Context: an optimization exercise on an open-source flow, tuned for small area, a short achievable clock period and few clock cycles per item. The choices shown serve that exercise and are no tape-out recipe. No run shown here included a check of the RTL's function; only the layout flow was run. Power and IR drop assume default switching activity.

==> flow/design.v, too long to show whole: its modules and the start of the top module <==
// module csa_multiplier: 1847 lines
module csa_multiplier (
    input  logic        clk,
    input  logic        rst_n,
    input  logic        in_valid,
    input  logic [15:0] x,
    input  logic [15:0] y,
    output logic        out_valid,
    output logic [31:0] product
);
  // ...
==> flow/flow/run.sh <==
#!/bin/bash
# Own layout flow: the standard layout with two changes.
# 1. Synthesis: Yosys's synth runs with -noabc, so its early "abc -fast" pass
#    does not re-map the hand-written full/half adders before extract_fa maps
#    them to the library's fa/ha cells (no inverters between adders).
# 2. Port buffers: buffer_ports still gives every input and output port a
#    buffer, but uses the plain buffer named below instead of the delay cell
#    it picks by default.
# Everything else is the standard flow (standard.sh, ORFS make targets).
set -euo pipefail
here=$(pwd)
sed 's/yosys synth -nofsm -noshare /yosys synth -nofsm -noshare -noabc /' synth_recipe.tcl > noabc_synth.tcl
grep -q -- "-noabc" noabc_synth.tcl
export BUFFER_PORTS_ARGS="-buffer_cell sky130_fd_sc_hd__buf_1"
bash standard.sh SYNTH_SCRIPT="$here/noabc_synth.tcl" finish > "$here/flow_make.log" 2>&1
==> flow/standard.sh <==
#!/bin/bash
# synth_recipe.tcl (not shown) runs the flow's synth.tcl, then flattens the netlist and writes it again
# the make line also repeats each setting of config.mk as NAME=value (left out here)
make -C /OpenROAD-flow-scripts/flow DESIGN_CONFIG=/design/flow/config.mk WORK_HOME=/design/flow/orfs CLKGATE_MAP_FILE= SYNTH_SCRIPT=/design/flow/synth_recipe.tcl "${@:-finish}"
==> flow/config.mk <==
export PLATFORM = sky130hd
export DESIGN_NAME = csa_multiplier
export DESIGN_NICKNAME = csa_multiplier
export VERILOG_FILES = /design/flow/design.v
export SDC_FILE = /design/flow/constraint.sdc
export NUM_CORES = 4
export LEC_CHECK = 0
export CAP_MARGIN = 20
export CORE_MARGIN = 2
export CORE_UTILIZATION = 40
export CTS_CLUSTER_DIAMETER = 80
export CTS_CLUSTER_SIZE = 24
export SETUP_SLACK_MARGIN = 4.3
export SLEW_MARGIN = 20
==> flow/constraint.sdc <==
create_clock -name core_clock -period 6.5 [get_ports {clk}]
set_input_delay 1.3000 -clock core_clock [delete_from_list [all_inputs] [get_ports {clk}]]
set_output_delay 1.3000 -clock core_clock [all_outputs]
set_load 0.01 [all_outputs]
==> qor.txt, run 1 <==
Hold Crit Class: flip-flop to flip-flop
Adder-Cell Fraction of Synth Area: 0.246
Synth Area in XOR/XNOR: 0.134
Pre-antenna DRT Iters: 5
R2R setup slack: 4.24 ns
max cap viols: 0
routed len/inst: 17.7 microns
multi-input logic area: 0.00650 sq mm
pin count of the biggest net entering global routing: 35
Yosys top cell area share: 0.402
drt drc: 0
bufs w/o clock: 73
clk sinks: 230
power share of the clock group: 0.155
largest area contributor in the netlist: dfxtp_1
post-cts sizing count: 71
top cells by count, synth: 230 x dfxtp_1, 139 x xnor2_1, 120 x a22oi_1
status: complete, no violations
mux share of post-synthesis cell area: 0
vias: 7,016
Distinct cells, synth: 43
Async SR Flop Fraction: 0
inverter count: 35
I/O pins: 68
Metal-1 WL: 12,000 microns
Num CTS Buffers: 15
Worst Setup Slack, final: 4.24 ns
signal buffers share of area: 0.0315
==> run 2: changes to the inputs <==
--- a/flow/design.v
+++ b/flow/design.v
@@ -101,77 +101,62 @@
     logic t1_c28_0;
     logic t1_c28_1;
     logic t1_c29_0;
     logic t1_c29_1;
     logic t1_c29_2;
     logic t1_c30_0;
     logic t1_c30_1;
     logic t1_c31_0;
-    logic t2_p0;
-    logic t2_g0;
-    logic t2_p1;
-    logic t2_g1;
-    logic t2_p2;
-    logic t2_p3;
-    logic t2_p4;
-    logic t2_g4;
-    logic t2_p5;
-    logic t2_g5;
-    logic t2_p6;
-    logic t2_g6;
-    logic t2_p7;
-    logic t2_g7;
-    logic t2_p8;
-    logic t2_g8;
-    logic t2_p9;
-    logic t2_g9;
-    logic t2_p10;
-    logic t2_g10;
-    logic t2_p11;
-    logic t2_g11;
-    logic t2_p12;
-    logic t2_g12;
-    logic t2_p13;
-    logic t2_g13;
-    logic t2_p14;
-    logic t2_g14;
-    logic t2_p15;
-    logic t2_g15;
-    logic t2_p16;
-    logic t2_g16;
-    logic t2_p17;
-    logic t2_g17;
-    logic t2_p18;
-    logic t2_g18;
-    logic t2_p19;
-    logic t2_g19;
-    logic t2_p20;
-    logic t2_g20;
-    logic t2_p21;
-    logic t2_g21;
-    logic t2_p22;
-    logic t2_g22;
-    logic t2_p23;
-    logic t2_g23;
-    logic t2_p24;
-    logic t2_g24;
-    logic t2_p25;
-    logic t2_g25;
-    logic t2_p26;
-    logic t2_g26;
-    logic t2_p27;
-    logic t2_g27;
-    logic t2_p28;
-    logic t2_g28;
-    logic t2_p29;
-    logic t2_g29;
-    logic t2_p30;
-    logic t2_g30;
-    logic t2_p31;
+    logic t2_s0;
+    logic t2_s1;
+    logic t2_gb0;
+    logic t2_s2;
+    logic t2_s3;
+    logic t2_s4;
+    logic t2_s5;
+    logic t2_gb2;
+    logic t2_s6;
+    logic t2_s7;
+    logic t2_gb3;
+    logic t2_s8;
+    logic t2_s9;
+    logic t2_gb4;
+    logic t2_s10;
+    logic t2_s11;
+    logic t2_gb5;
+    logic t2_s12;
+    logic t2_s13;
+    logic t2_gb6;
+    logic t2_s14;
+    logic t2_s15;
+    logic t2_gb7;
+    logic t2_s16;
+    logic t2_s17;
+    logic t2_gb8;
+    logic t2_s18;
+    logic t2_s19;
+    logic t2_gb9;
+    logic t2_s20;
+    logic t2_s21;
+    logic t2_gb10;
+    logic t2_s22;
+    logic t2_s23;
+    logic t2_gb11;
+    logic t2_s24;
+    logic t2_s25;
+    logic t2_gb12;
+    logic t2_s26;
+    logic t2_s27;
+    logic t2_gb13;
+    logic t2_s28;
+    logic t2_s29;
+    logic t2_gb14;
+    logic t2_s30;
+    logic t2_s31;
     logic [31:0] sum, pr;
     logic bp1;
     logic bp2;
     logic bp3;
     logic bp4;
     logic bp5;
     logic bp6;
     logic bp7;
@@ -649,45 +634,45 @@
     logic p479;
     logic g480;
     logic p481;
     logic g482;
     logic p483;
     logic g484;
     logic p485;
     logic g486;
-    logic G2_487;
-    logic G2_488;
-    logic G2_489;
-    logic G2_490;
-    logic G2_491;
-    logic G2_492;
-    logic G2_493;
-    logic G2_494;
-    logic G2_495;
-    logic G2_496;
-    logic G2_497;
-    logic G2_498;
-    logic G2_499;
-    logic G2_500;
-    logic G2_501;
-    logic G2_502;
-    logic G2_503;
-    logic G2_504;
-    logic G2_505;
-    logic G2_506;
-    logic G2_507;
-    logic G2_508;
-    logic G2_509;
-    logic G2_510;
-    logic G2_511;
-    logic G2_512;
-    logic G2_513;
-    logic G2_514;
-    logic G2_515;
+    logic w487;
+    logic w488;
+    logic w489;
+    logic w490;
+    logic w491;
+    logic w492;
+    logic w493;
+    logic w494;
+    logic w495;
+    logic w496;
+    logic w497;
+    logic w498;
+    logic w499;
+    logic w500;
+    logic w501;
+    logic w502;
+    logic w503;
+    logic w504;
+    logic w505;
+    logic w506;
+    logic w507;
+    logic w508;
+    logic w509;
+    logic w510;
+    logic w511;
+    logic w512;
+    logic w513;
+    logic w514;
+    logic w515;
     always_ff @(posedge clk) begin
         if (!rst_n) vld <= '0;
         else        vld <= {vld[3:1], in_valid};
     end
     assign out_valid = vld[4];
     assign ye = {y, 1'b0};
     always_comb begin
         for (int i = 0; i < 8; i++) begin
@@ -1184,45 +1169,45 @@
     assign p479 = c422 ^ s423;
     assign g480 = c422 & s423;
     assign p481 = c424 ^ s425;
     assign g482 = c424 & s425;
     assign p483 = c426 ^ s427;
     assign g484 = c426 & s427;
     assign p485 = t1_c31_0 ^ c428;
     assign g486 = t1_c31_0 & c428;
-    assign G2_487 = g430;
-    assign G2_488 = (t1_c1_0 & g430);
-    assign G2_489 = g432;
-    assign G2_490 = g434 | (p433 & g432);
-    assign G2_491 = g436 | (p435 & g434);
-    assign G2_492 = g438 | (p437 & g436);
-    assign G2_493 = g440 | (p439 & g438);
-    assign G2_494 = g442 | (p441 & g440);
-    assign G2_495 = g444 | (p443 & g442);
-    assign G2_496 = g446 | (p445 & g444);
-    assign G2_497 = g448 | (p447 & g446);
-    assign G2_498 = g450 | (p449 & g448);
-    assign G2_499 = g452 | (p451 & g450);
-    assign G2_500 = g454 | (p453 & g452);
-    assign G2_501 = g456 | (p455 & g454);
-    assign G2_502 = g458 | (p457 & g456);
-    assign G2_503 = g460 | (p459 & g458);
-    assign G2_504 = g462 | (p461 & g460);
-    assign G2_505 = g464 | (p463 & g462);
-    assign G2_506 = g466 | (p465 & g464);
-    assign G2_507 = g468 | (p467 & g466);
-    assign G2_508 = g470 | (p469 & g468);
-    assign G2_509 = g472 | (p471 & g470);
-    assign G2_510 = g474 | (p473 & g472);
-    assign G2_511 = g476 | (p475 & g474);
-    assign G2_512 = g478 | (p477 & g476);
-    assign G2_513 = g480 | (p479 & g478);
-    assign G2_514 = g482 | (p481 & g480);
-    assign G2_515 = g484 | (p483 & g482);
+    assign w487 = t1_c1_0 ^ g430;
+    assign w488 = (t1_c1_0 & g430);
+    assign w489 = p433 ^ g432;
+    assign w490 = g434 | (p433 & g432);
+    assign w491 = p437 ^ g436;
+    assign w492 = g438 | (p437 & g436);
+    assign w493 = p441 ^ g440;
+    assign w494 = g442 | (p441 & g440);
+    assign w495 = p445 ^ g444;
+    assign w496 = g446 | (p445 & g444);
+    assign w497 = p449 ^ g448;
+    assign w498 = g450 | (p449 & g448);
+    assign w499 = p453 ^ g452;
+    assign w500 = g454 | (p453 & g452);
+    assign w501 = p457 ^ g456;
+    assign w502 = g458 | (p457 & g456);
+    assign w503 = p461 ^ g460;
+    assign w504 = g462 | (p461 & g460);
+    assign w505 = p465 ^ g464;
+    assign w506 = g466 | (p465 & g464);
+    assign w507 = p469 ^ g468;
+    assign w508 = g470 | (p469 & g468);
+    assign w509 = p473 ^ g472;
+    assign w510 = g474 | (p473 & g472);
+    assign w511 = p477 ^ g476;
+    assign w512 = g478 | (p477 & g476);
+    assign w513 = p481 ^ g480;
+    assign w514 = g482 | (p481 & g480);
+    assign w515 = p485 ^ g484;
     always_ff @(posedge clk) begin
         t1_c0_0 <= bp1;
         t1_c0_1 <= b_neg[0];
         t1_c1_0 <= bp2;
         t1_c2_0 <= s161;
         t1_c3_0 <= s163;
         t1_c4_0 <= bp37;
         t1_c4_1 <= s165;
@@ -1309,539 +1294,298 @@
         t1_c29_0 <= c316;
         t1_c29_1 <= s319;
         t1_c29_2 <= c318;
         t1_c30_0 <= c320;
         t1_c30_1 <= s321;
         t1_c31_0 <= s323;
     end
     always_ff @(posedge clk) begin
-        t2_p0 <= p429;
-        t2_g0 <= G2_487;
-        t2_p1 <= t1_c1_0;
-        t2_g1 <= G2_488;
-        t2_p2 <= t1_c2_0;
-        t2_p3 <= t1_c3_0;
-        t2_p4 <= p431;
-        t2_g4 <= G2_489;
-        t2_p5 <= p433;
-        t2_g5 <= G2_490;
-        t2_p6 <= p435;
-        t2_g6 <= G2_491;
-        t2_p7 <= p437;
-        t2_g7 <= G2_492;
-        t2_p8 <= p439;
-        t2_g8 <= G2_493;
-        t2_p9 <= p441;
-        t2_g9 <= G2_494;
-        t2_p10 <= p443;
-        t2_g10 <= G2_495;
-        t2_p11 <= p445;
-        t2_g11 <= G2_496;
-        t2_p12 <= p447;
-        t2_g12 <= G2_497;
-        t2_p13 <= p449;
-        t2_g13 <= G2_498;
-        t2_p14 <= p451;
-        t2_g14 <= G2_499;
-        t2_p15 <= p453;
-        t2_g15 <= G2_500;
-        t2_p16 <= p455;
-        t2_g16 <= G2_501;
-        t2_p17 <= p457;
-        t2_g17 <= G2_502;
-        t2_p18 <= p459;
-        t2_g18 <= G2_503;
-        t2_p19 <= p461;
-        t2_g19 <= G2_504;
-        t2_p20 <= p463;
-        t2_g20 <= G2_505;
-        t2_p21 <= p465;
-        t2_g21 <= G2_506;
-        t2_p22 <= p467;
-        t2_g22 <= G2_507;
-        t2_p23 <= p469;
-        t2_g23 <= G2_508;
-        t2_p24 <= p471;
-        t2_g24 <= G2_509;
-        t2_p25 <= p473;
-        t2_g25 <= G2_510;
-        t2_p26 <= p475;
-        t2_g26 <= G2_511;
-        t2_p27 <= p477;
-        t2_g27 <= G2_512;
-        t2_p28 <= p479;
-        t2_g28 <= G2_513;
-        t2_p29 <= p481;
-        t2_g29 <= G2_514;
-        t2_p30 <= p483;
-        t2_g30 <= G2_515;
-        t2_p31 <= p485;
+        t2_s0 <= p429;
+        t2_s1 <= w487;
+        t2_gb0 <= w488;
+        t2_s2 <= t1_c2_0;
+        t2_s3 <= t1_c3_0;
+        t2_s4 <= p431;
+        t2_s5 <= w489;
+        t2_gb2 <= w490;
+        t2_s6 <= p435;
+        t2_s7 <= w491;
+        t2_gb3 <= w492;
+        t2_s8 <= p439;
+        t2_s9 <= w493;
+        t2_gb4 <= w494;
+        t2_s10 <= p443;
+        t2_s11 <= w495;
+        t2_gb5 <= w496;
+        t2_s12 <= p447;
+        t2_s13 <= w497;
+        t2_gb6 <= w498;
+        t2_s14 <= p451;
+        t2_s15 <= w499;
+        t2_gb7 <= w500;
+        t2_s16 <= p455;
+        t2_s17 <= w501;
+        t2_gb8 <= w502;
+        t2_s18 <= p459;
+        t2_s19 <= w503;
+        t2_gb9 <= w504;
+        t2_s20 <= p463;
+        t2_s21 <= w505;
+        t2_gb10 <= w506;
+        t2_s22 <= p467;
+        t2_s23 <= w507;
+        t2_gb11 <= w508;
+        t2_s24 <= p471;
+        t2_s25 <= w509;
+        t2_gb12 <= w510;
+        t2_s26 <= p475;
+        t2_s27 <= w511;
+        t2_gb13 <= w512;
+        t2_s28 <= p479;
+        t2_s29 <= w513;
+        t2_gb14 <= w514;
+        t2_s30 <= p483;
+        t2_s31 <= w515;
     end
-    logic P2_1;
-    assign P2_1 = t2_p1 & t2_p0;
-    logic P2_2;
-    assign P2_2 = t2_p2 & t2_p1;
-    logic P2_3;
-    assign P2_3 = t2_p3 & t2_p2;
-    logic P2_4;
-    assign P2_4 = t2_p4 & t2_p3;
-    logic P2_5;
-    assign P2_5 = t2_p5 & t2_p4;
-    logic P2_6;
-    assign P2_6 = t2_p6 & t2_p5;
-    logic P2_7;
-    assign P2_7 = t2_p7 & t2_p6;
-    logic P2_8;
-    assign P2_8 = t2_p8 & t2_p7;
-    logic P2_9;
-    assign P2_9 = t2_p9 & t2_p8;
-    logic P2_10;
-    assign P2_10 = t2_p10 & t2_p9;
-    logic P2_11;
-    assign P2_11 = t2_p11 & t2_p10;
-    logic P2_12;
-    assign P2_12 = t2_p12 & t2_p11;
-    logic P2_13;
-    assign P2_13 = t2_p13 & t2_p12;
-    logic P2_14;
-    assign P2_14 = t2_p14 & t2_p13;
-    logic P2_15;
-    assign P2_15 = t2_p15 & t2_p14;
-    logic P2_16;
-    assign P2_16 = t2_p16 & t2_p15;
-    logic P2_17;
-    assign P2_17 = t2_p17 & t2_p16;
-    logic P2_18;
-    assign P2_18 = t2_p18 & t2_p17;
-    logic P2_19;
-    assign P2_19 = t2_p19 & t2_p18;
-    logic P2_20;
-    assign P2_20 = t2_p20 & t2_p19;
-    logic P2_21;
-    assign P2_21 = t2_p21 & t2_p20;
-    logic P2_22;
-    assign P2_22 = t2_p22 & t2_p21;
-    logic P2_23;
-    assign P2_23 = t2_p23 & t2_p22;
-    logic P2_24;
-    assign P2_24 = t2_p24 & t2_p23;
-    logic P2_25;
-    assign P2_25 = t2_p25 & t2_p24;
-    logic P2_26;
-    assign P2_26 = t2_p26 & t2_p25;
-    logic P2_27;
-    assign P2_27 = t2_p27 & t2_p26;
-    logic P2_28;
-    assign P2_28 = t2_p28 & t2_p27;
-    logic P2_29;
-    assign P2_29 = t2_p29 & t2_p28;
-    logic P2_30;
-    assign P2_30 = t2_p30 & t2_p29;
-    logic P2_31;
-    assign P2_31 = t2_p31 & t2_p30;
-    logic pg1_2_g;
-    assign pg1_2_g = P2_2 & t2_g0;
-    logic pg1_2_p;
-    assign pg1_2_p = P2_2 & t2_p0;
-    logic pg1_3_g;
-    assign pg1_3_g = P2_3 & t2_g1;
-    logic pg1_3_p;
-    assign pg1_3_p = P2_3 & P2_1;
-    logic pg1_4_p;
-    assign pg1_4_p = P2_4 & P2_2;
-    logic pg1_5_p;
-    assign pg1_5_p = P2_5 & P2_3;
-    logic pg1_6_g;
-    assign pg1_6_g = t2_g6 | (P2_6 & t2_g4);
-    logic pg1_6_p;
-    assign pg1_6_p = P2_6 & P2_4;
-    logic pg1_7_g;
-    assign pg1_7_g = t2_g7 | (P2_7 & t2_g5);
-    logic pg1_7_p;
-    assign pg1_7_p = P2_7 & P2_5;
-    logic pg1_8_g;
-    assign pg1_8_g = t2_g8 | (P2_8 & t2_g6);
-    logic pg1_8_p;
-    assign pg1_8_p = P2_8 & P2_6;
-    logic pg1_9_g;
-    assign pg1_9_g = t2_g9 | (P2_9 & t2_g7);
-    logic pg1_9_p;
-    assign pg1_9_p = P2_9 & P2_7;
-    logic pg1_10_g;
-    assign pg1_10_g = t2_g10 | (P2_10 & t2_g8);
-    logic pg1_10_p;
-    assign pg1_10_p = P2_10 & P2_8;
-    logic pg1_11_g;
-    assign pg1_11_g = t2_g11 | (P2_11 & t2_g9);
-    logic pg1_11_p;
-    assign pg1_11_p = P2_11 & P2_9;
-    logic pg1_12_g;
-    assign pg1_12_g = t2_g12 | (P2_12 & t2_g10);
-    logic pg1_12_p;
-    assign pg1_12_p = P2_12 & P2_10;
-    logic pg1_13_g;
-    assign pg1_13_g = t2_g13 | (P2_13 & t2_g11);
-    logic pg1_13_p;
-    assign pg1_13_p = P2_13 & P2_11;
-    logic pg1_14_g;
-    assign pg1_14_g = t2_g14 | (P2_14 & t2_g12);
-    logic pg1_14_p;
-    assign pg1_14_p = P2_14 & P2_12;
-    logic pg1_15_g;
-    assign pg1_15_g = t2_g15 | (P2_15 & t2_g13);
-    logic pg1_15_p;
-    assign pg1_15_p = P2_15 & P2_13;
-    logic pg1_16_g;
-    assign pg1_16_g = t2_g16 | (P2_16 & t2_g14);
-    logic pg1_16_p;
-    assign pg1_16_p = P2_16 & P2_14;
-    logic pg1_17_g;
-    assign pg1_17_g = t2_g17 | (P2_17 & t2_g15);
-    logic pg1_17_p;
-    assign pg1_17_p = P2_17 & P2_15;
-    logic pg1_18_g;
-    assign pg1_18_g = t2_g18 | (P2_18 & t2_g16);
-    logic pg1_18_p;
-    assign pg1_18_p = P2_18 & P2_16;
-    logic pg1_19_g;
-    assign pg1_19_g = t2_g19 | (P2_19 & t2_g17);
-    logic pg1_19_p;
-    assign pg1_19_p = P2_19 & P2_17;
-    logic pg1_20_g;
-    assign pg1_20_g = t2_g20 | (P2_20 & t2_g18);
-    logic pg1_20_p;
-    assign pg1_20_p = P2_20 & P2_18;
-    logic pg1_21_g;
-    assign pg1_21_g = t2_g21 | (P2_21 & t2_g19);
-    logic pg1_21_p;
-    assign pg1_21_p = P2_21 & P2_19;
-    logic pg1_22_g;
-    assign pg1_22_g = t2_g22 | (P2_22 & t2_g20);
-    logic pg1_22_p;
-    assign pg1_22_p = P2_22 & P2_20;
-    logic pg1_23_g;
-    assign pg1_23_g = t2_g23 | (P2_23 & t2_g21);
-    logic pg1_23_p;
-    assign pg1_23_p = P2_23 & P2_21;
-    logic pg1_24_g;
-    assign pg1_24_g = t2_g24 | (P2_24 & t2_g22);
-    logic pg1_24_p;
-    assign pg1_24_p = P2_24 & P2_22;
-    logic pg1_25_g;
-    assign pg1_25_g = t2_g25 | (P2_25 & t2_g23);
-    logic pg1_25_p;
-    assign pg1_25_p = P2_25 & P2_23;
-    logic pg1_26_g;
-    assign pg1_26_g = t2_g26 | (P2_26 & t2_g24);
-    logic pg1_26_p;
-    assign pg1_26_p = P2_26 & P2_24;
-    logic pg1_27_g;
-    assign pg1_27_g = t2_g27 | (P2_27 & t2_g25);
-    logic pg1_27_p;
-    assign pg1_27_p = P2_27 & P2_25;
-    logic pg1_28_g;
-    assign pg1_28_g = t2_g28 | (P2_28 & t2_g26);
-    logic pg1_28_p;
-    assign pg1_28_p = P2_28 & P2_26;
-    logic pg1_29_g;
-    assign pg1_29_g = t2_g29 | (P2_29 & t2_g27);
-    logic pg1_29_p;
-    assign pg1_29_p = P2_29 & P2_27;
-    logic pg1_30_g;
-    assign pg1_30_g = t2_g30 | (P2_30 & t2_g28);
-    logic pg1_30_p;
-    assign pg1_30_p = P2_30 & P2_28;
-    logic pg2_4_g;
-    assign pg2_4_g = t2_g4 | (pg1_4_p & t2_g0);
-    logic pg2_4_p;
-    assign pg2_4_p = pg1_4_p & t2_p0;
-    logic pg2_5_g;
-    assign pg2_5_g = t2_g5 | (pg1_5_p & t2_g1);
-    logic pg2_5_p;
-    assign pg2_5_p = pg1_5_p & P2_1;
-    logic pg2_6_g;
-    assign pg2_6_g = pg1_6_g | (pg1_6_p & pg1_2_g);
-    logic pg2_6_p;
-    assign pg2_6_p = pg1_6_p & pg1_2_p;
-    logic pg2_7_g;
-    assign pg2_7_g = pg1_7_g | (pg1_7_p & pg1_3_g);
-    logic pg2_7_p;
-    assign pg2_7_p = pg1_7_p & pg1_3_p;
-    logic pg2_8_g;
-    assign pg2_8_g = pg1_8_g | (pg1_8_p & t2_g4);
-    logic pg2_8_p;
-    assign pg2_8_p = pg1_8_p & pg1_4_p;
-    logic pg2_9_g;
-    assign pg2_9_g = pg1_9_g | (pg1_9_p & t2_g5);
-    logic pg2_9_p;
-    assign pg2_9_p = pg1_9_p & pg1_5_p;
-    logic pg2_10_g;
-    assign pg2_10_g = pg1_10_g | (pg1_10_p & pg1_6_g);
-    logic pg2_10_p;
-    assign pg2_10_p = pg1_10_p & pg1_6_p;
-    logic pg2_11_g;
-    assign pg2_11_g = pg1_11_g | (pg1_11_p & pg1_7_g);
-    logic pg2_11_p;
-    assign pg2_11_p = pg1_11_p & pg1_7_p;
-    logic pg2_12_g;
-    assign pg2_12_g = pg1_12_g | (pg1_12_p & pg1_8_g);
-    logic pg2_12_p;
-    assign pg2_12_p = pg1_12_p & pg1_8_p;
-    logic pg2_13_g;
-    assign pg2_13_g = pg1_13_g | (pg1_13_p & pg1_9_g);
-    logic pg2_13_p;
-    assign pg2_13_p = pg1_13_p & pg1_9_p;
-    logic pg2_14_g;
-    assign pg2_14_g = pg1_14_g | (pg1_14_p & pg1_10_g);
-    logic pg2_14_p;
-    assign pg2_14_p = pg1_14_p & pg1_10_p;
-    logic pg2_15_g;
-    assign pg2_15_g = pg1_15_g | (pg1_15_p & pg1_11_g);
-    logic pg2_15_p;
-    assign pg2_15_p = pg1_15_p & pg1_11_p;
-    logic pg2_16_g;
-    assign pg2_16_g = pg1_16_g | (pg1_16_p & pg1_12_g);
-    logic pg2_16_p;
-    assign pg2_16_p = pg1_16_p & pg1_12_p;
-    logic pg2_17_g;
-    assign pg2_17_g = pg1_17_g | (pg1_17_p & pg1_13_g);
-    logic pg2_17_p;
-    assign pg2_17_p = pg1_17_p & pg1_13_p;
-    logic pg2_18_g;
-    assign pg2_18_g = pg1_18_g | (pg1_18_p & pg1_14_g);
-    logic pg2_18_p;
-    assign pg2_18_p = pg1_18_p & pg1_14_p;
-    logic pg2_19_g;
-    assign pg2_19_g = pg1_19_g | (pg1_19_p & pg1_15_g);
-    logic pg2_19_p;
-    assign pg2_19_p = pg1_19_p & pg1_15_p;
-    logic pg2_20_g;
-    assign pg2_20_g = pg1_20_g | (pg1_20_p & pg1_16_g);
-    logic pg2_20_p;
-    assign pg2_20_p = pg1_20_p & pg1_16_p;
-    logic pg2_21_g;
-    assign pg2_21_g = pg1_21_g | (pg1_21_p & pg1_17_g);
-    logic pg2_21_p;
-    assign pg2_21_p = pg1_21_p & pg1_17_p;
-    logic pg2_22_g;
-    assign pg2_22_g = pg1_22_g | (pg1_22_p & pg1_18_g);
-    logic pg2_22_p;
-    assign pg2_22_p = pg1_22_p & pg1_18_p;
-    logic pg2_23_g;
-    assign pg2_23_g = pg1_23_g | (pg1_23_p & pg1_19_g);
-    logic pg2_23_p;
-    assign pg2_23_p = pg1_23_p & pg1_19_p;
-    logic pg2_24_g;
-    assign pg2_24_g = pg1_24_g | (pg1_24_p & pg1_20_g);
-    logic pg2_24_p;
-    assign pg2_24_p = pg1_24_p & pg1_20_p;
-    logic pg2_25_g;
-    assign pg2_25_g = pg1_25_g | (pg1_25_p & pg1_21_g);
-    logic pg2_25_p;
-    assign pg2_25_p = pg1_25_p & pg1_21_p;
-    logic pg2_26_g;
-    assign pg2_26_g = pg1_26_g | (pg1_26_p & pg1_22_g);
-    logic pg2_26_p;
-    assign pg2_26_p = pg1_26_p & pg1_22_p;
-    logic pg2_27_g;
-    assign pg2_27_g = pg1_27_g | (pg1_27_p & pg1_23_g);
-    logic pg2_27_p;
-    assign pg2_27_p = pg1_27_p & pg1_23_p;
-    logic pg2_28_g;
-    assign pg2_28_g = pg1_28_g | (pg1_28_p & pg1_24_g);
-    logic pg2_28_p;
-    assign pg2_28_p = pg1_28_p & pg1_24_p;
-    logic pg2_29_g;
-    assign pg2_29_g = pg1_29_g | (pg1_29_p & pg1_25_g);
-    logic pg2_29_p;
-    assign pg2_29_p = pg1_29_p & pg1_25_p;
-    logic pg2_30_g;
-    assign pg2_30_g = pg1_30_g | (pg1_30_p & pg1_26_g);
-    logic pg2_30_p;
-    assign pg2_30_p = pg1_30_p & pg1_26_p;
-    logic pg3_8_g;
-    assign pg3_8_g = pg2_8_g | (pg2_8_p & t2_g0);
-    logic pg3_8_p;
-    assign pg3_8_p = pg2_8_p & t2_p0;
-    logic pg3_9_g;
-    assign pg3_9_g = pg2_9_g | (pg2_9_p & t2_g1);
-    logic pg3_9_p;
-    assign pg3_9_p = pg2_9_p & P2_1;
-    logic pg3_10_g;
-    assign pg3_10_g = pg2_10_g | (pg2_10_p & pg1_2_g);
-    logic pg3_10_p;
-    assign pg3_10_p = pg2_10_p & pg1_2_p;
-    logic pg3_11_g;
-    assign pg3_11_g = pg2_11_g | (pg2_11_p & pg1_3_g);
-    logic pg3_11_p;
-    assign pg3_11_p = pg2_11_p & pg1_3_p;
-    logic pg3_12_g;
-    assign pg3_12_g = pg2_12_g | (pg2_12_p & pg2_4_g);
-    logic pg3_12_p;
-    assign pg3_12_p = pg2_12_p & pg2_4_p;
-    logic pg3_13_g;
-    assign pg3_13_g = pg2_13_g | (pg2_13_p & pg2_5_g);
-    logic pg3_13_p;
-    assign pg3_13_p = pg2_13_p & pg2_5_p;
-    logic pg3_14_g;
-    assign pg3_14_g = pg2_14_g | (pg2_14_p & pg2_6_g);
-    logic pg3_14_p;
-    assign pg3_14_p = pg2_14_p & pg2_6_p;
-    logic pg3_15_g;
-    assign pg3_15_g = pg2_15_g | (pg2_15_p & pg2_7_g);
-    logic pg3_15_p;
-    assign pg3_15_p = pg2_15_p & pg2_7_p;
-    logic pg3_16_g;
-    assign pg3_16_g = pg2_16_g | (pg2_16_p & pg2_8_g);
-    logic pg3_16_p;
-    assign pg3_16_p = pg2_16_p & pg2_8_p;
-    logic pg3_17_g;
-    assign pg3_17_g = pg2_17_g | (pg2_17_p & pg2_9_g);
-    logic pg3_17_p;
-    assign pg3_17_p = pg2_17_p & pg2_9_p;
-    logic pg3_18_g;
-    assign pg3_18_g = pg2_18_g | (pg2_18_p & pg2_10_g);
-    logic pg3_18_p;
-    assign pg3_18_p = pg2_18_p & pg2_10_p;
-    logic pg3_19_g;
-    assign pg3_19_g = pg2_19_g | (pg2_19_p & pg2_11_g);
-    logic pg3_19_p;
-    assign pg3_19_p = pg2_19_p & pg2_11_p;
-    logic pg3_20_g;
-    assign pg3_20_g = pg2_20_g | (pg2_20_p & pg2_12_g);
-    logic pg3_20_p;
-    assign pg3_20_p = pg2_20_p & pg2_12_p;
-    logic pg3_21_g;
-    assign pg3_21_g = pg2_21_g | (pg2_21_p & pg2_13_g);
-    logic pg3_21_p;
-    assign pg3_21_p = pg2_21_p & pg2_13_p;
-    logic pg3_22_g;
-    assign pg3_22_g = pg2_22_g | (pg2_22_p & pg2_14_g);
-    logic pg3_22_p;
-    assign pg3_22_p = pg2_22_p & pg2_14_p;
-    logic pg3_23_g;
-    assign pg3_23_g = pg2_23_g | (pg2_23_p & pg2_15_g);
-    logic pg3_23_p;
-    assign pg3_23_p = pg2_23_p & pg2_15_p;
-    logic pg3_24_g;
-    assign pg3_24_g = pg2_24_g | (pg2_24_p & pg2_16_g);
-    logic pg3_24_p;
-    assign pg3_24_p = pg2_24_p & pg2_16_p;
-    logic pg3_25_g;
-    assign pg3_25_g = pg2_25_g | (pg2_25_p & pg2_17_g);
-    logic pg3_25_p;
-    assign pg3_25_p = pg2_25_p & pg2_17_p;
-    logic pg3_26_g;
-    assign pg3_26_g = pg2_26_g | (pg2_26_p & pg2_18_g);
-    logic pg3_26_p;
-    assign pg3_26_p = pg2_26_p & pg2_18_p;
-    logic pg3_27_g;
-    assign pg3_27_g = pg2_27_g | (pg2_27_p & pg2_19_g);
-    logic pg3_27_p;
-    assign pg3_27_p = pg2_27_p & pg2_19_p;
-    logic pg3_28_g;
-    assign pg3_28_g = pg2_28_g | (pg2_28_p & pg2_20_g);
-    logic pg3_28_p;
-    assign pg3_28_p = pg2_28_p & pg2_20_p;
-    logic pg3_29_g;
-    assign pg3_29_g = pg2_29_g | (pg2_29_p & pg2_21_g);
-    logic pg3_29_p;
-    assign pg3_29_p = pg2_29_p & pg2_21_p;
-    logic pg3_30_g;
-    assign pg3_30_g = pg2_30_g | (pg2_30_p & pg2_22_g);
-    logic pg3_30_p;
-    assign pg3_30_p = pg2_30_p & pg2_22_p;
-    logic pg4_16_g;
-    assign pg4_16_g = pg3_16_g | (pg3_16_p & t2_g0);
-    logic pg4_16_p;
-    assign pg4_16_p = pg3_16_p & t2_p0;
-    logic pg4_17_g;
-    assign pg4_17_g = pg3_17_g | (pg3_17_p & t2_g1);
-    logic pg4_17_p;
-    assign pg4_17_p = pg3_17_p & P2_1;
-    logic pg4_18_g;
-    assign pg4_18_g = pg3_18_g | (pg3_18_p & pg1_2_g);
-    logic pg4_18_p;
-    assign pg4_18_p = pg3_18_p & pg1_2_p;
-    logic pg4_19_g;
-    assign pg4_19_g = pg3_19_g | (pg3_19_p & pg1_3_g);
-    logic pg4_19_p;
-    assign pg4_19_p = pg3_19_p & pg1_3_p;
-    logic pg4_20_g;
-    assign pg4_20_g = pg3_20_g | (pg3_20_p & pg2_4_g);
-    logic pg4_20_p;
-    assign pg4_20_p = pg3_20_p & pg2_4_p;
-    logic pg4_21_g;
-    assign pg4_21_g = pg3_21_g | (pg3_21_p & pg2_5_g);
-    logic pg4_21_p;
-    assign pg4_21_p = pg3_21_p & pg2_5_p;
-    logic pg4_22_g;
-    assign pg4_22_g = pg3_22_g | (pg3_22_p & pg2_6_g);
-    logic pg4_22_p;
-    assign pg4_22_p = pg3_22_p & pg2_6_p;
-    logic pg4_23_g;
-    assign pg4_23_g = pg3_23_g | (pg3_23_p & pg2_7_g);
-    logic pg4_23_p;
-    assign pg4_23_p = pg3_23_p & pg2_7_p;
-    logic pg4_24_g;
-    assign pg4_24_g = pg3_24_g | (pg3_24_p & pg3_8_g);
-    logic pg4_24_p;
-    assign pg4_24_p = pg3_24_p & pg3_8_p;
-    logic pg4_25_g;
-    assign pg4_25_g = pg3_25_g | (pg3_25_p & pg3_9_g);
-    logic pg4_25_p;
-    assign pg4_25_p = pg3_25_p & pg3_9_p;
-    logic pg4_26_g;
-    assign pg4_26_g = pg3_26_g | (pg3_26_p & pg3_10_g);
-    logic pg4_26_p;
-    assign pg4_26_p = pg3_26_p & pg3_10_p;
-    logic pg4_27_g;
-    assign pg4_27_g = pg3_27_g | (pg3_27_p & pg3_11_g);
-    logic pg4_27_p;
-    assign pg4_27_p = pg3_27_p & pg3_11_p;
-    logic pg4_28_g;
-    assign pg4_28_g = pg3_28_g | (pg3_28_p & pg3_12_g);
-    logic pg4_28_p;
-    assign pg4_28_p = pg3_28_p & pg3_12_p;
-    logic pg4_29_g;
-    assign pg4_29_g = pg3_29_g | (pg3_29_p & pg3_13_g);
-    logic pg4_29_p;
-    assign pg4_29_p = pg3_29_p & pg3_13_p;
-    logic pg4_30_g;
-    assign pg4_30_g = pg3_30_g | (pg3_30_p & pg3_14_g);
-    logic pg4_30_p;
-    assign pg4_30_p = pg3_30_p & pg3_14_p;
-    assign sum[0] = t2_p0;
-    assign sum[1] = t2_p1 ^ t2_g0;
-    assign sum[2] = t2_p2 ^ t2_g1;
-    assign sum[3] = t2_p3 ^ pg1_2_g;
-    assign sum[4] = t2_p4 ^ pg1_3_g;
-    assign sum[5] = t2_p5 ^ pg2_4_g;
-    assign sum[6] = t2_p6 ^ pg2_5_g;
-    assign sum[7] = t2_p7 ^ pg2_6_g;
-    assign sum[8] = t2_p8 ^ pg2_7_g;
-    assign sum[9] = t2_p9 ^ pg3_8_g;
-    assign sum[10] = t2_p10 ^ pg3_9_g;
-    assign sum[11] = t2_p11 ^ pg3_10_g;
-    assign sum[12] = t2_p12 ^ pg3_11_g;
-    assign sum[13] = t2_p13 ^ pg3_12_g;
-    assign sum[14] = t2_p14 ^ pg3_13_g;
-    assign sum[15] = t2_p15 ^ pg3_14_g;
-    assign sum[16] = t2_p16 ^ pg3_15_g;
-    assign sum[17] = t2_p17 ^ pg4_16_g;
-    assign sum[18] = t2_p18 ^ pg4_17_g;
-    assign sum[19] = t2_p19 ^ pg4_18_g;
-    assign sum[20] = t2_p20 ^ pg4_19_g;
-    assign sum[21] = t2_p21 ^ pg4_20_g;
-    assign sum[22] = t2_p22 ^ pg4_21_g;
-    assign sum[23] = t2_p23 ^ pg4_22_g;
-    assign sum[24] = t2_p24 ^ pg4_23_g;
-    assign sum[25] = t2_p25 ^ pg4_24_g;
-    assign sum[26] = t2_p26 ^ pg4_25_g;
-    assign sum[27] = t2_p27 ^ pg4_26_g;
-    assign sum[28] = t2_p28 ^ pg4_27_g;
-    assign sum[29] = t2_p29 ^ pg4_28_g;
-    assign sum[30] = t2_p30 ^ pg4_29_g;
-    assign sum[31] = t2_p31 ^ pg4_30_g;
+    logic blkp0;
+    assign blkp0 = t2_s0 & t2_s1;
+    logic blkp1;
+    assign blkp1 = t2_s2 & t2_s3;
+    logic blkp2;
+    assign blkp2 = t2_s4 & t2_s5;
+    logic blkp3;
+    assign blkp3 = t2_s6 & t2_s7;
+    logic blkp4;
+    assign blkp4 = t2_s8 & t2_s9;
+    logic blkp5;
+    assign blkp5 = t2_s10 & t2_s11;
+    logic blkp6;
+    assign blkp6 = t2_s12 & t2_s13;
+    logic blkp7;
+    assign blkp7 = t2_s14 & t2_s15;
+    logic blkp8;
+    assign blkp8 = t2_s16 & t2_s17;
+    logic blkp9;
+    assign blkp9 = t2_s18 & t2_s19;
+    logic blkp10;
+    assign blkp10 = t2_s20 & t2_s21;
+    logic blkp11;
+    assign blkp11 = t2_s22 & t2_s23;
+    logic blkp12;
+    assign blkp12 = t2_s24 & t2_s25;
+    logic blkp13;
+    assign blkp13 = t2_s26 & t2_s27;
+    logic blkp14;
+    assign blkp14 = t2_s28 & t2_s29;
+    logic bk0_1_g;
+    assign bk0_1_g = blkp1 & t2_gb0;
+    logic bk0_1_p;
+    assign bk0_1_p = blkp1 & blkp0;
+    logic bk0_2_p;
+    assign bk0_2_p = blkp2 & blkp1;
+    logic bk0_3_g;
+    assign bk0_3_g = t2_gb3 | (blkp3 & t2_gb2);
+    logic bk0_3_p;
+    assign bk0_3_p = blkp3 & blkp2;
+    logic bk0_4_g;
+    assign bk0_4_g = t2_gb4 | (blkp4 & t2_gb3);
+    logic bk0_4_p;
+    assign bk0_4_p = blkp4 & blkp3;
+    logic bk0_5_g;
+    assign bk0_5_g = t2_gb5 | (blkp5 & t2_gb4);
+    logic bk0_5_p;
+    assign bk0_5_p = blkp5 & blkp4;
+    logic bk0_6_g;
+    assign bk0_6_g = t2_gb6 | (blkp6 & t2_gb5);
+    logic bk0_6_p;
+    assign bk0_6_p = blkp6 & blkp5;
+    logic bk0_7_g;
+    assign bk0_7_g = t2_gb7 | (blkp7 & t2_gb6);
+    logic bk0_7_p;
+    assign bk0_7_p = blkp7 & blkp6;
+    logic bk0_8_g;
+    assign bk0_8_g = t2_gb8 | (blkp8 & t2_gb7);
+    logic bk0_8_p;
+    assign bk0_8_p = blkp8 & blkp7;
+    logic bk0_9_g;
+    assign bk0_9_g = t2_gb9 | (blkp9 & t2_gb8);
+    logic bk0_9_p;
+    assign bk0_9_p = blkp9 & blkp8;
+    logic bk0_10_g;
+    assign bk0_10_g = t2_gb10 | (blkp10 & t2_gb9);
+    logic bk0_10_p;
+    assign bk0_10_p = blkp10 & blkp9;
+    logic bk0_11_g;
+    assign bk0_11_g = t2_gb11 | (blkp11 & t2_gb10);
+    logic bk0_11_p;
+    assign bk0_11_p = blkp11 & blkp10;
+    logic bk0_12_g;
+    assign bk0_12_g = t2_gb12 | (blkp12 & t2_gb11);
+    logic bk0_12_p;
+    assign bk0_12_p = blkp12 & blkp11;
+    logic bk0_13_g;
+    assign bk0_13_g = t2_gb13 | (blkp13 & t2_gb12);
+    logic bk0_13_p;
+    assign bk0_13_p = blkp13 & blkp12;
+    logic bk0_14_g;
+    assign bk0_14_g = t2_gb14 | (blkp14 & t2_gb13);
+    logic bk0_14_p;
+    assign bk0_14_p = blkp14 & blkp13;
+    logic bk1_2_g;
+    assign bk1_2_g = t2_gb2 | (bk0_2_p & t2_gb0);
+    logic bk1_2_p;
+    assign bk1_2_p = bk0_2_p & blkp0;
+    logic bk1_3_g;
+    assign bk1_3_g = bk0_3_g | (bk0_3_p & bk0_1_g);
+    logic bk1_3_p;
+    assign bk1_3_p = bk0_3_p & bk0_1_p;
+    logic bk1_4_g;
+    assign bk1_4_g = bk0_4_g | (bk0_4_p & t2_gb2);
+    logic bk1_4_p;
+    assign bk1_4_p = bk0_4_p & bk0_2_p;
+    logic bk1_5_g;
+    assign bk1_5_g = bk0_5_g | (bk0_5_p & bk0_3_g);
+    logic bk1_5_p;
+    assign bk1_5_p = bk0_5_p & bk0_3_p;
+    logic bk1_6_g;
+    assign bk1_6_g = bk0_6_g | (bk0_6_p & bk0_4_g);
+    logic bk1_6_p;
+    assign bk1_6_p = bk0_6_p & bk0_4_p;
+    logic bk1_7_g;
+    assign bk1_7_g = bk0_7_g | (bk0_7_p & bk0_5_g);
+    logic bk1_7_p;
+    assign bk1_7_p = bk0_7_p & bk0_5_p;
+    logic bk1_8_g;
+    assign bk1_8_g = bk0_8_g | (bk0_8_p & bk0_6_g);
+    logic bk1_8_p;
+    assign bk1_8_p = bk0_8_p & bk0_6_p;
+    logic bk1_9_g;
+    assign bk1_9_g = bk0_9_g | (bk0_9_p & bk0_7_g);
+    logic bk1_9_p;
+    assign bk1_9_p = bk0_9_p & bk0_7_p;
+    logic bk1_10_g;
+    assign bk1_10_g = bk0_10_g | (bk0_10_p & bk0_8_g);
+    logic bk1_10_p;
+    assign bk1_10_p = bk0_10_p & bk0_8_p;
+    logic bk1_11_g;
+    assign bk1_11_g = bk0_11_g | (bk0_11_p & bk0_9_g);
+    logic bk1_11_p;
+    assign bk1_11_p = bk0_11_p & bk0_9_p;
+    logic bk1_12_g;
+    assign bk1_12_g = bk0_12_g | (bk0_12_p & bk0_10_g);
+    logic bk1_12_p;
+    assign bk1_12_p = bk0_12_p & bk0_10_p;
+    logic bk1_13_g;
+    assign bk1_13_g = bk0_13_g | (bk0_13_p & bk0_11_g);
+    logic bk1_13_p;
+    assign bk1_13_p = bk0_13_p & bk0_11_p;
+    logic bk1_14_g;
+    assign bk1_14_g = bk0_14_g | (bk0_14_p & bk0_12_g);
+    logic bk1_14_p;
+    assign bk1_14_p = bk0_14_p & bk0_12_p;
+    logic bk2_4_g;
+    assign bk2_4_g = bk1_4_g | (bk1_4_p & t2_gb0);
+    logic bk2_4_p;
+    assign bk2_4_p = bk1_4_p & blkp0;
+    logic bk2_5_g;
+    assign bk2_5_g = bk1_5_g | (bk1_5_p & bk0_1_g);
+    logic bk2_5_p;
+    assign bk2_5_p = bk1_5_p & bk0_1_p;
+    logic bk2_6_g;
+    assign bk2_6_g = bk1_6_g | (bk1_6_p & bk1_2_g);
+    logic bk2_6_p;
+    assign bk2_6_p = bk1_6_p & bk1_2_p;
+    logic bk2_7_g;
+    assign bk2_7_g = bk1_7_g | (bk1_7_p & bk1_3_g);
+    logic bk2_7_p;
+    assign bk2_7_p = bk1_7_p & bk1_3_p;
+    logic bk2_8_g;
+    assign bk2_8_g = bk1_8_g | (bk1_8_p & bk1_4_g);
+    logic bk2_8_p;
+    assign bk2_8_p = bk1_8_p & bk1_4_p;
+    logic bk2_9_g;
+    assign bk2_9_g = bk1_9_g | (bk1_9_p & bk1_5_g);
+    logic bk2_9_p;
+    assign bk2_9_p = bk1_9_p & bk1_5_p;
+    logic bk2_10_g;
+    assign bk2_10_g = bk1_10_g | (bk1_10_p & bk1_6_g);
+    logic bk2_10_p;
+    assign bk2_10_p = bk1_10_p & bk1_6_p;
+    logic bk2_11_g;
+    assign bk2_11_g = bk1_11_g | (bk1_11_p & bk1_7_g);
+    logic bk2_11_p;
+    assign bk2_11_p = bk1_11_p & bk1_7_p;
+    logic bk2_12_g;
+    assign bk2_12_g = bk1_12_g | (bk1_12_p & bk1_8_g);
+    logic bk2_12_p;
+    assign bk2_12_p = bk1_12_p & bk1_8_p;
+    logic bk2_13_g;
+    assign bk2_13_g = bk1_13_g | (bk1_13_p & bk1_9_g);
+    logic bk2_13_p;
+    assign bk2_13_p = bk1_13_p & bk1_9_p;
+    logic bk2_14_g;
+    assign bk2_14_g = bk1_14_g | (bk1_14_p & bk1_10_g);
+    logic bk2_14_p;
+    assign bk2_14_p = bk1_14_p & bk1_10_p;
+    logic bk3_8_g;
+    assign bk3_8_g = bk2_8_g | (bk2_8_p & t2_gb0);
+    logic bk3_8_p;
+    assign bk3_8_p = bk2_8_p & blkp0;
+    logic bk3_9_g;
+    assign bk3_9_g = bk2_9_g | (bk2_9_p & bk0_1_g);
+    logic bk3_9_p;
+    assign bk3_9_p = bk2_9_p & bk0_1_p;
+    logic bk3_10_g;
+    assign bk3_10_g = bk2_10_g | (bk2_10_p & bk1_2_g);
+    logic bk3_10_p;
+    assign bk3_10_p = bk2_10_p & bk1_2_p;
+    logic bk3_11_g;
+    assign bk3_11_g = bk2_11_g | (bk2_11_p & bk1_3_g);
+    logic bk3_11_p;
+    assign bk3_11_p = bk2_11_p & bk1_3_p;
+    logic bk3_12_g;
+    assign bk3_12_g = bk2_12_g | (bk2_12_p & bk2_4_g);
+    logic bk3_12_p;
+    assign bk3_12_p = bk2_12_p & bk2_4_p;
+    logic bk3_13_g;
+    assign bk3_13_g = bk2_13_g | (bk2_13_p & bk2_5_g);
+    logic bk3_13_p;
+    assign bk3_13_p = bk2_13_p & bk2_5_p;
+    logic bk3_14_g;
+    assign bk3_14_g = bk2_14_g | (bk2_14_p & bk2_6_g);
+    logic bk3_14_p;
+    assign bk3_14_p = bk2_14_p & bk2_6_p;
+    assign sum[0] = t2_s0;
+    assign sum[1] = t2_s1;
+    assign sum[2] = t2_s2 ^ t2_gb0;
+    assign sum[3] = t2_s3 ^ (t2_gb0 & t2_s2);
+    assign sum[4] = t2_s4 ^ bk0_1_g;
+    assign sum[5] = t2_s5 ^ (bk0_1_g & t2_s4);
+    assign sum[6] = t2_s6 ^ bk1_2_g;
+    assign sum[7] = t2_s7 ^ (bk1_2_g & t2_s6);
+    assign sum[8] = t2_s8 ^ bk1_3_g;
+    assign sum[9] = t2_s9 ^ (bk1_3_g & t2_s8);
+    assign sum[10] = t2_s10 ^ bk2_4_g;
+    assign sum[11] = t2_s11 ^ (bk2_4_g & t2_s10);
+    assign sum[12] = t2_s12 ^ bk2_5_g;
+    assign sum[13] = t2_s13 ^ (bk2_5_g & t2_s12);
+    assign sum[14] = t2_s14 ^ bk2_6_g;
+    assign sum[15] = t2_s15 ^ (bk2_6_g & t2_s14);
+    assign sum[16] = t2_s16 ^ bk2_7_g;
+    assign sum[17] = t2_s17 ^ (bk2_7_g & t2_s16);
+    assign sum[18] = t2_s18 ^ bk3_8_g;
+    assign sum[19] = t2_s19 ^ (bk3_8_g & t2_s18);
+    assign sum[20] = t2_s20 ^ bk3_9_g;
+    assign sum[21] = t2_s21 ^ (bk3_9_g & t2_s20);
+    assign sum[22] = t2_s22 ^ bk3_10_g;
+    assign sum[23] = t2_s23 ^ (bk3_10_g & t2_s22);
+    assign sum[24] = t2_s24 ^ bk3_11_g;
+    assign sum[25] = t2_s25 ^ (bk3_11_g & t2_s24);
+    assign sum[26] = t2_s26 ^ bk3_12_g;
+    assign sum[27] = t2_s27 ^ (bk3_12_g & t2_s26);
+    assign sum[28] = t2_s28 ^ bk3_13_g;
+    assign sum[29] = t2_s29 ^ (bk3_13_g & t2_s28);
+    assign sum[30] = t2_s30 ^ bk3_14_g;
+    assign sum[31] = t2_s31 ^ (bk3_14_g & t2_s30);
     always_ff @(posedge clk) pr <= sum;
     assign product = pr;
 endmodule
--- a/flow/config.mk
+++ b/flow/config.mk
@@ -5,10 +5,10 @@
 export SDC_FILE = /design/flow/constraint.sdc
 export NUM_CORES = 4
 export LEC_CHECK = 0
 export CAP_MARGIN = 20
 export CORE_MARGIN = 2
 export CORE_UTILIZATION = 40
 export CTS_CLUSTER_DIAMETER = 80
 export CTS_CLUSTER_SIZE = 24
-export SETUP_SLACK_MARGIN = 4.3
+export SETUP_SLACK_MARGIN = 4.25
 export SLEW_MARGIN = 20
==> run 2 against run 1 <==
Against the previous run:
- combinational power is 22% lower
- total power down 15%
- non-clock buffer count down 1
- final cell count fell by 11%
- critical path type unchanged
- largest cell class unchanged
- largest power group unchanged
- highest routed layer unchanged
==> qor.txt, run 2 <==
max reg flops: 32 (unchanged)
Critical-path top delay cell: fa_1 (unchanged)
Cells after Synth: 891 (was 999)
hpwl dp: 15,300 microns (was 17,200 microns)
Die Area: 0.0281 sq mm (was 0.0300 sq mm)
clk slew on worst S/H paths: 0.09 ns (about the same)
I/O pins: 68 (unchanged)
total global routing overflow: 0 (unchanged)
Placed Area: 0.0111 sq mm (was 0.0119 sq mm)
register area share after synthesis: 0.402 (about the same)
RePlAce Congestion: 0.805 (was 0.854)
Power Density: 463 mW/mm^2 (was 505 mW/mm^2)
Final nets: 1,111 (was 1,202)
met1 GRT Util: 0.230 (was 0.242)
initial antenna violation count: 0 (was 1)
Fmax: 418 MHz (was 443 MHz)
multi-input logic area: 0.00603 sq mm (was 0.00650 sq mm)
crit path time final: 2.39 ns (was 2.26 ns)
Reg area: 0.00438 sq mm (was 0.00467 sq mm)
max cap viols: 0 (unchanged)
Filler cells: 2,469 (was 2,626)
clk sinks: 215 (was 230)
CTS tree: yes (unchanged)
top cells by count, synth: 215 x dfxtp_1, 122 x xnor2_1, 120 x a22oi_1 (was 230 x dfxtp_1, 139 x xnor2_1, 120 x a22oi_1)
final setup skew: 0.0181 ns (was 0.0133 ns)
top-count cell post-synth: dfxtp_1 (unchanged)
mux share of post-synthesis cell area: 0 (unchanged)
ranking of synthesized cells by area: dfxtp_1 40%, fa_1 22%, xnor2_1 10%, a22oi_1 8.4%, ha_1 7.0% (was dfxtp_1 40%, fa_1 18%, xnor2_1 11%, a22oi_1 7.9%, ha_1 6.2%)
required time worst endpoint: 6.86 ns (was 6.89 ns)
Leak Pwr: 4.67 nW (was 5.07 nW)
YS warnings: 1 (unchanged)
pin count of the biggest net entering global routing: 35 (unchanged)
CP max FO: 1 (was 2)
Crit Path Category: flip-flop to flip-flop (unchanged)
row count: 59 (was 61)
biggest regs: pr: 32 flops, xr: 16 flops (unchanged)
Comb pwr share: 0.423 (was 0.461)
layout cell share with drive strength beyond 1: 0.158 (was 0.136)
number of flops mapped to enable cells by yosys: 0 (unchanged)
Net Switching: 1.95 mW (was 2.36 mW)
Switching Share: 0.357 (was 0.370)
share of power burned in registers: 0.409 (was 0.384)
Num CTS Buffers: 15 (unchanged)
clk buf depth: 3 (unchanged)
Core Area: 0.0261 sq mm (was 0.0280 sq mm)
met2 Usage GRT: 0.258 (was 0.254)
# diodes: 0 (unchanged)
root buf cell: clkbuf_16 (unchanged)
Vias/cell: 5.02 (was 5.06)
crit path buf inv count: 0 (unchanged)
area grow syn2layout: 9.94% (was 10.4%)
Distinct cells, synth: 31 (was 43)
Yosys top cell area share: 0.402 (about the same)
status: complete, no violations (unchanged)
Slew headroom: 0.594 (was 0.597)
final wirelength: 22,100 microns (was 24,600 microns)
Layout Utilization: 0.450 (was 0.452)
Worst VDD drop: 0.262 mV (about the same)
R2R setup slack: 4.11 ns (was 4.24 ns)
commonest cells after routing, fill and taps aside: 166 x dfxtp_1, 122 x xnor2_1, 120 x a22oi_1 (was 186 x dfxtp_1, 139 x xnor2_1, 120 x a22oi_1)
RSZ-0062 raised after global routing: yes (unchanged)
ys flop type: dfxtp_1 (unchanged)
Synth Area in Simple Gates: 0.0288 (was 0.0429)
Hold Crit Class: flip-flop to flip-flop (unchanged)
Critical Path AT: 2.75 ns (was 2.65 ns)
crit path cell chain: fa_2 -> fa_2 -> fa_1 -> ha_2 -> fa_1 (was fa_2 -> fa_1 -> fa_1 -> ha_4 -> a21o_1)
Antenna Violating Nets Remaining: 0 (unchanged)
slowest stage delay, CP: 0.54 ns (was 0.58 ns)
vias in the first global route: 6,613 (was 7,187)
Syn Area/Cell: 12.0 sq um (was 11.5 sq um)
Pre-antenna DRT Iters: 16 (was 5)
H-tree depth: 1 (unchanged)
internal cell power: 3.50 mW (was 4.02 mW)
Synth Area in Compound Gates: 0.104 (was 0.136)
period utilisation layout: 0.368 (was 0.347)
Top Usage Layer GRT: met2 (unchanged)
Biggest register: pr (unchanged)
final setup TNS: 0 ns (unchanged)
slew of the pin with the lowest slew margin: 0.609 ns (was 0.605 ns)
routed len/inst: 17.9 microns (was 17.7 microns)
width of the die: 168 microns (was 173 microns)
Synth Cell Area: 0.0107 sq mm (was 0.0115 sq mm)
power share of the clock group: 0.168 (was 0.155)
crit end category: flip-flop (unchanged)
Adder-Cell Fraction of Synth Area: 0.291 (was 0.246)
met3 Usage GRT: 0.0366 (was 0.0270)
Post-Layout Cell Count: 1,239 (was 1,387)
clock latency on the worst-skew pair: 0.49 ns (about the same)
setup violators final: 0 (unchanged)
port bufs: 67 (unchanged)
Setup crit start kind: flip-flop (unchanged)
largest family of logic cells by synthesized area: adder cells (unchanged)
drt drc: 0 (unchanged)
commonest non-fill, non-tap cell in the layout: dfxtp_1 (unchanged)
Async SR Flop Fraction: 0 (unchanged)
Syn Nets: 1,104 (was 1,196)
design area: 0.0118 sq mm (was 0.0126 sq mm)
vias: 6,214 (was 7,016)
final hold vios: 0 (unchanged)
first-pass GRT wire length: 36,300 microns (was 39,900 microns)
Crit path max-delay family: adder cells (unchanged)
Starting Density: 0.409 (about the same)
Synth Area in XOR/XNOR: 0.131 (was 0.134)
DR iter-0 viols: 429 (was 458)
Max Slew Vio Count: 0 (unchanged)
GRT Util Overall: 0.163 (was 0.165)
Die Height: 168 microns (was 173 microns)
dpl cells: 1,216 (was 1,366)
Yosys reg bits: 215 (was 230)
largest area contributor in the netlist: dfxtp_1 (unchanged)
-- run 2: cell types whose count changed after synthesis, sizes merged, moves of 5 or more --
cell    delta
nand2     -10
xnor2     -17
nor2      -11
a31oi     -14
dfxtp     -15
a21o      -26
buf        +9
clkbuf    -11
o31ai      -5
fa        +13
-- run 2: layer usage --
metal | share of wire | up-vias
met3 | 0.071 | 27
met4 | 0.016 | 0
li1 | - | 2935
met2 | 0.45 | 187
met1 | 0.47 | 3065
met5 | 0 | -
-- run 2: final timing paths --
check           start     end  cells after the start
min reg2reg     t2_s0   pr[0]                      0
max          t1_c15_0  t2_s17                      5
min             t2_s0   pr[0]                      0
max reg2reg  t1_c15_0  t2_s17                      5
-- run 2: repair_timing --
action | in CTS | in global routing
buffers inserted | 0 | 0
endpoints found under the setup margin | 94 | 73
gates resized for setup | 77 | 27
pin swaps | 11 | 3
hold buffers | 0 | 0
-- run 2: cells by family (layout without fill, tap and decap cells) --
family                   count (synthesis)  in the layout
AND/OR/NAND/NOR                         74             74
XOR/XNOR                               160            160
flip-flops                             215            215
buffers and inverters                  117            130
AO/OA/AOI/OAI                          147            147
adder cells (fa/ha/maj)                178            178
-- run 2: final cells by class --
| cell class | count | area share |
|---|---|---|
| clock buffers | 18 | 0.0337 |
| repair buffers | 72 | 0.0305 |
| multi-input cells | 559 | 0.513 |
| flip-flops and latches | 215 | 0.372 |
| inverters | 35 | 0.0112 |
| well taps | 335 | 0.0356 |
| clock inverters | 5 | 0.00394 |
-- run 2: power by group through the flow --
stage          clock [mW]  sequential, mW  combinational (mW)
6_report            0.917            2.23                2.30
5_1_grt              1.01            2.29                2.78
4_1_cts             0.960            2.23                2.36
3_5_place_dp            0            2.25                2.22
3_3_place_gp            0            2.25                2.14
2_1_floorplan           0            2.16                1.56
-- run 2: metrics by stage --
step	worst slack (ns)	hold slack [ns]	total power, mW
3_3_place_gp	3.85	0.314	4.39
6_report	4.11	0.324	5.45
2_1_floorplan	4.17	0.310	3.72
5_1_grt	4.03	0.327	6.08
3_5_place_dp	3.79	0.315	4.47
4_1_cts	4.08	0.325	5.55
==> run 3: changes to the inputs <==
--- a/flow/config.mk
+++ b/flow/config.mk
@@ -10,5 +10,5 @@
 export CORE_UTILIZATION = 40
 export CTS_CLUSTER_DIAMETER = 80
 export CTS_CLUSTER_SIZE = 24
-export SETUP_SLACK_MARGIN = 4.25
+export SETUP_SLACK_MARGIN = 4.3
 export SLEW_MARGIN = 20
==> run 3 against run 2 <==
Against the previous run:
- synthesized cell count unchanged
- sequential power about the same
- critical path depth unchanged
- clock skew up 0.013 ns
- first-iteration DRC count down 6.8%
- via count up 0.50%
- largest cell class unchanged
==> qor.txt, run 3 <==
Num CTS Buffers: 15 (unchanged)
Setup crit start kind: flip-flop (unchanged)
final setup skew: 0.0309 ns (was 0.0181 ns)
Vias/cell: 5.04 (was 5.02)
RSZ-0062 raised after global routing: yes (unchanged)
area grow syn2layout: 11.6% (was 9.94%)
ys flop type: dfxtp_1 (unchanged)
vias: 6,245 (was 6,214)
Max Slew Vio Count: 0 (unchanged)
slew of the pin with the lowest slew margin: 0.612 ns (was 0.609 ns)
GRT Util Overall: 0.158 (was 0.163)
top-count cell post-synth: dfxtp_1 (unchanged)
crit path time final: 2.39 ns (about the same)
Async SR Flop Fraction: 0 (unchanged)
Syn Nets: 1,104 (unchanged)
setup bufs post-CTS: 0 (unchanged)
Synth Cell Area: 0.0107 sq mm (unchanged)
clk sinks: 215 (unchanged)
cts hold-fix bufs: 0 (unchanged)
Critical Path AT: 2.76 ns (was 2.75 ns)
slowest stage delay, CP: 0.54 ns (about the same)
crit end category: flip-flop (unchanged)
Starting Density: 0.409 (unchanged)
final wirelength: 21,500 microns (was 22,100 microns)
Hold Slack: 0.329 ns (was 0.324 ns)
number of flops mapped to enable cells by yosys: 0 (unchanged)
Synth Area in Simple Gates: 0.0288 (unchanged)
Worst VDD drop: 0.233 mV (was 0.262 mV)
Antenna Violating Nets Remaining: 0 (unchanged)
layout cell share with drive strength beyond 1: 0.175 (was 0.158)
hpwl dp: 15,200 microns (was 15,300 microns)
Worst R2R End: t2_s17 (unchanged)
clk slew on worst S/H paths: 0.09 ns (about the same)
largest family of logic cells by synthesized area: adder cells (unchanged)
setup violators final: 0 (unchanged)
vias in the first global route: 6,629 (was 6,613)
I/O pins: 68 (unchanged)
commonest non-fill, non-tap cell in the layout: dfxtp_1 (unchanged)
status: complete, no violations (unchanged)
Yosys top cell area share: 0.402 (unchanged)
dpl cells: 1,216 (unchanged)
largest area contributor in the netlist: dfxtp_1 (unchanged)
hold path cells: 0 (unchanged)
final hold vios: 0 (unchanged)
Synth Area in XOR/XNOR: 0.131 (unchanged)
Distinct cells, synth: 31 (unchanged)
Hold Crit Class: flip-flop to flip-flop (unchanged)
pin count of the biggest net entering global routing: 35 (unchanged)
R2R setup slack: 4.11 ns (about the same)
Syn Area/Cell: 12.0 sq um (unchanged)
ranking of synthesized cells by area: dfxtp_1 40%, fa_1 22%, xnor2_1 10%, a22oi_1 8.4%, ha_1 7.0% (unchanged)
Filler cells: 2,402 (was 2,469)
commonest cells after routing, fill and taps aside: 157 x dfxtp_1, 122 x xnor2_1, 120 x a22oi_1 (was 166 x dfxtp_1, 122 x xnor2_1, 120 x a22oi_1)
routed len/inst: 17.3 microns (was 17.9 microns)
mux share of post-synthesis cell area: 0 (unchanged)
Leak Pwr: 4.72 nW (was 4.67 nW)
Reg area: 0.00440 sq mm (was 0.00438 sq mm)
top cells by count, synth: 215 x dfxtp_1, 122 x xnor2_1, 120 x a22oi_1 (unchanged)
register area share after synthesis: 0.402 (unchanged)
RePlAce Congestion: 0.820 (was 0.805)
initial antenna violation count: 0 (unchanged)
Yosys reg bits: 215 (unchanged)
Min-Delay Endpoint: pr[1] (was pr[0])
multi-input logic area: 0.00606 sq mm (was 0.00603 sq mm)
Fmax: 418 MHz (about the same)
first-pass GRT wire length: 35,400 microns (was 36,300 microns)
period utilisation layout: 0.368 (about the same)
Crit Path Category: flip-flop to flip-flop (unchanged)
CTS tree: yes (unchanged)
Adder-Cell Fraction of Synth Area: 0.291 (unchanged)
biggest regs: pr: 32 flops, xr: 16 flops (unchanged)
Die Area: 0.0281 sq mm (unchanged)
row count: 59 (unchanged)
Synth Area in Compound Gates: 0.104 (unchanged)
Worst R2R Start: t1_c15_0 (unchanged)
Core Area: 0.0261 sq mm (unchanged)
# diodes: 0 (unchanged)
H-tree depth: 1 (unchanged)
root buf cell: clkbuf_16 (unchanged)
Power Density: 470 mW/mm^2 (was 463 mW/mm^2)
Pre-antenna DRT Iters: 16 (unchanged)
Final nets: 1,111 (unchanged)
worst r2r path cells: 5 (unchanged)
total global routing overflow: 0 (unchanged)
Critical-path top delay cell: fa_1 (unchanged)
drt drc: 0 (unchanged)
port bufs: 67 (unchanged)
YS warnings: 1 (unchanged)
Layout Utilization: 0.457 (was 0.450)
hold wc startpoint: t2_s1 (was t2_s0)
max reg flops: 32 (unchanged)
crit path cell chain: fa_2 -> fa_2 -> fa_1 -> ha_2 -> fa_1 (unchanged)
width of the die: 168 microns (unchanged)
Post-Layout Cell Count: 1,240 (was 1,239)
final setup TNS: 0 ns (unchanged)
DR iter-0 viols: 400 (was 429)
clk buf depth: 3 (unchanged)
clock latency on the worst-skew pair: 0.50 ns (was 0.49 ns)
Cells after Synth: 891 (unchanged)
Slew headroom: 0.592 (was 0.594)
CP max FO: 1 (unchanged)
Die Height: 168 microns (unchanged)
overall power: 5.61 mW (was 5.45 mW)
max cap viols: 0 (unchanged)
required time worst endpoint: 6.87 ns (was 6.86 ns)
Biggest register: pr (unchanged)
-- run 3: kinds of logic after synthesis --
| kind of cell | count (synthesis) |
|---|---|
| XOR/XNOR | 160 |
| flip-flops | 215 |
| AO/OA/AOI/OAI | 147 |
| adder cells (fa/ha/maj) | 178 |
| AND/OR/NAND/NOR | 74 |
| buffers and inverters | 117 |
-- run 3: critical path, delay by kind of cell (launching register included) --
family	cells	cell delay [ns]
DFF	1	0.33
adders and majority gates	5	1.93
-- run 3: metal layers --
| metal | global-route usage | vias up | part of all wire |
|---|---|---|---|
| met5 | 0 | - | 0 |
| met3 | 0.0388 | 27 | 0.074 |
| li1 | - | 2937 | - |
| met2 | 0.248 | 204 | 0.44 |
| met4 | 0.0393 | 0 | 0.017 |
| met1 | 0.221 | 3077 | 0.47 |
-- run 3: how the worst max path moves through the flow --
stage,cells after the start,startpoint,end
6_report,5,t1_c15_0,t2_s17
5_1_grt,5,t1_c15_0,t2_s17
4_1_cts,5,t1_c15_0,t2_s17
3_5_place_dp,6,xr[15],t1_c21_2
3_3_place_gp,5,b_neg[5],t1_c26_1
2_1_floorplan,5,t1_c15_0,t2_s17
-- run 3: through the flow --
step,cell area (sq um),setup WS [ns]
final,11900,4.11
after global routing,11900,4.03
after CTS,11800,4.09
after detailed placement,11100,4.02
after global placement,11100,3.83
after floorplan,10800,4.17
-- run 3: layout make-up --
class | count | share of cell area
Multi-Input combinational cell | 559 | 0.508
Clock inverter | 9 | 0.0105
Timing Repair Buffer | 72 | 0.0357
Sequential cell | 215 | 0.368
Tap cell | 335 | 0.0351
Inverter | 35 | 0.0110
Clock buffer | 15 | 0.0315
-- run 3: timing repair --
action,in CTS,in global routing
gates resized for setup,92,35
hold endpoints to repair,0,0
setup endpoints to repair,101,68
pin swaps,8,8
-- run 3: power by group --
group          switching [mW]  internal, mW
clock                   0.501         0.489
sequential              0.344          1.90
combinational            1.15          1.23
total                    1.99          3.62

==> separate check: timing with driven ports <==
In the flow no input, the clock included, has a driving cell. The finished layouts below were timed again as built, in two steps.
Step 1 sets driving cells, clkbuf_16 on the clock port and buf_2 on the other inputs (assumed; they add their load-dependent delay and slew).
Step 2 adds t to the input delays and takes it off the output delays; t is the mean of the earliest and latest rising clock arrival at the registers after step 1. Input paths then give back, and output paths get back, about the clock's delay inside the block.
a / b / c = ideal ports / drivers / drivers and shift; a / b = the first two.
run	t, ns	setup WS [ns]	hold WS [ns]	worst register clock-pin slew, ns	worst slew at a driven data input, ns
run 1	0.528	4.242 / 4.229 / 4.242	0.332 / 0.332 / 0.332	0.09 / 0.09	0.04
run 2	0.526	4.108 / 4.108 / 4.108	0.324 / 0.324 / 0.324	0.09 / 0.09	0.04
run 3	0.533	4.110 / 4.110 / 4.110	0.329 / 0.329 / 0.329	0.10 / 0.10	0.04
After both steps every run listed still meets setup and hold.
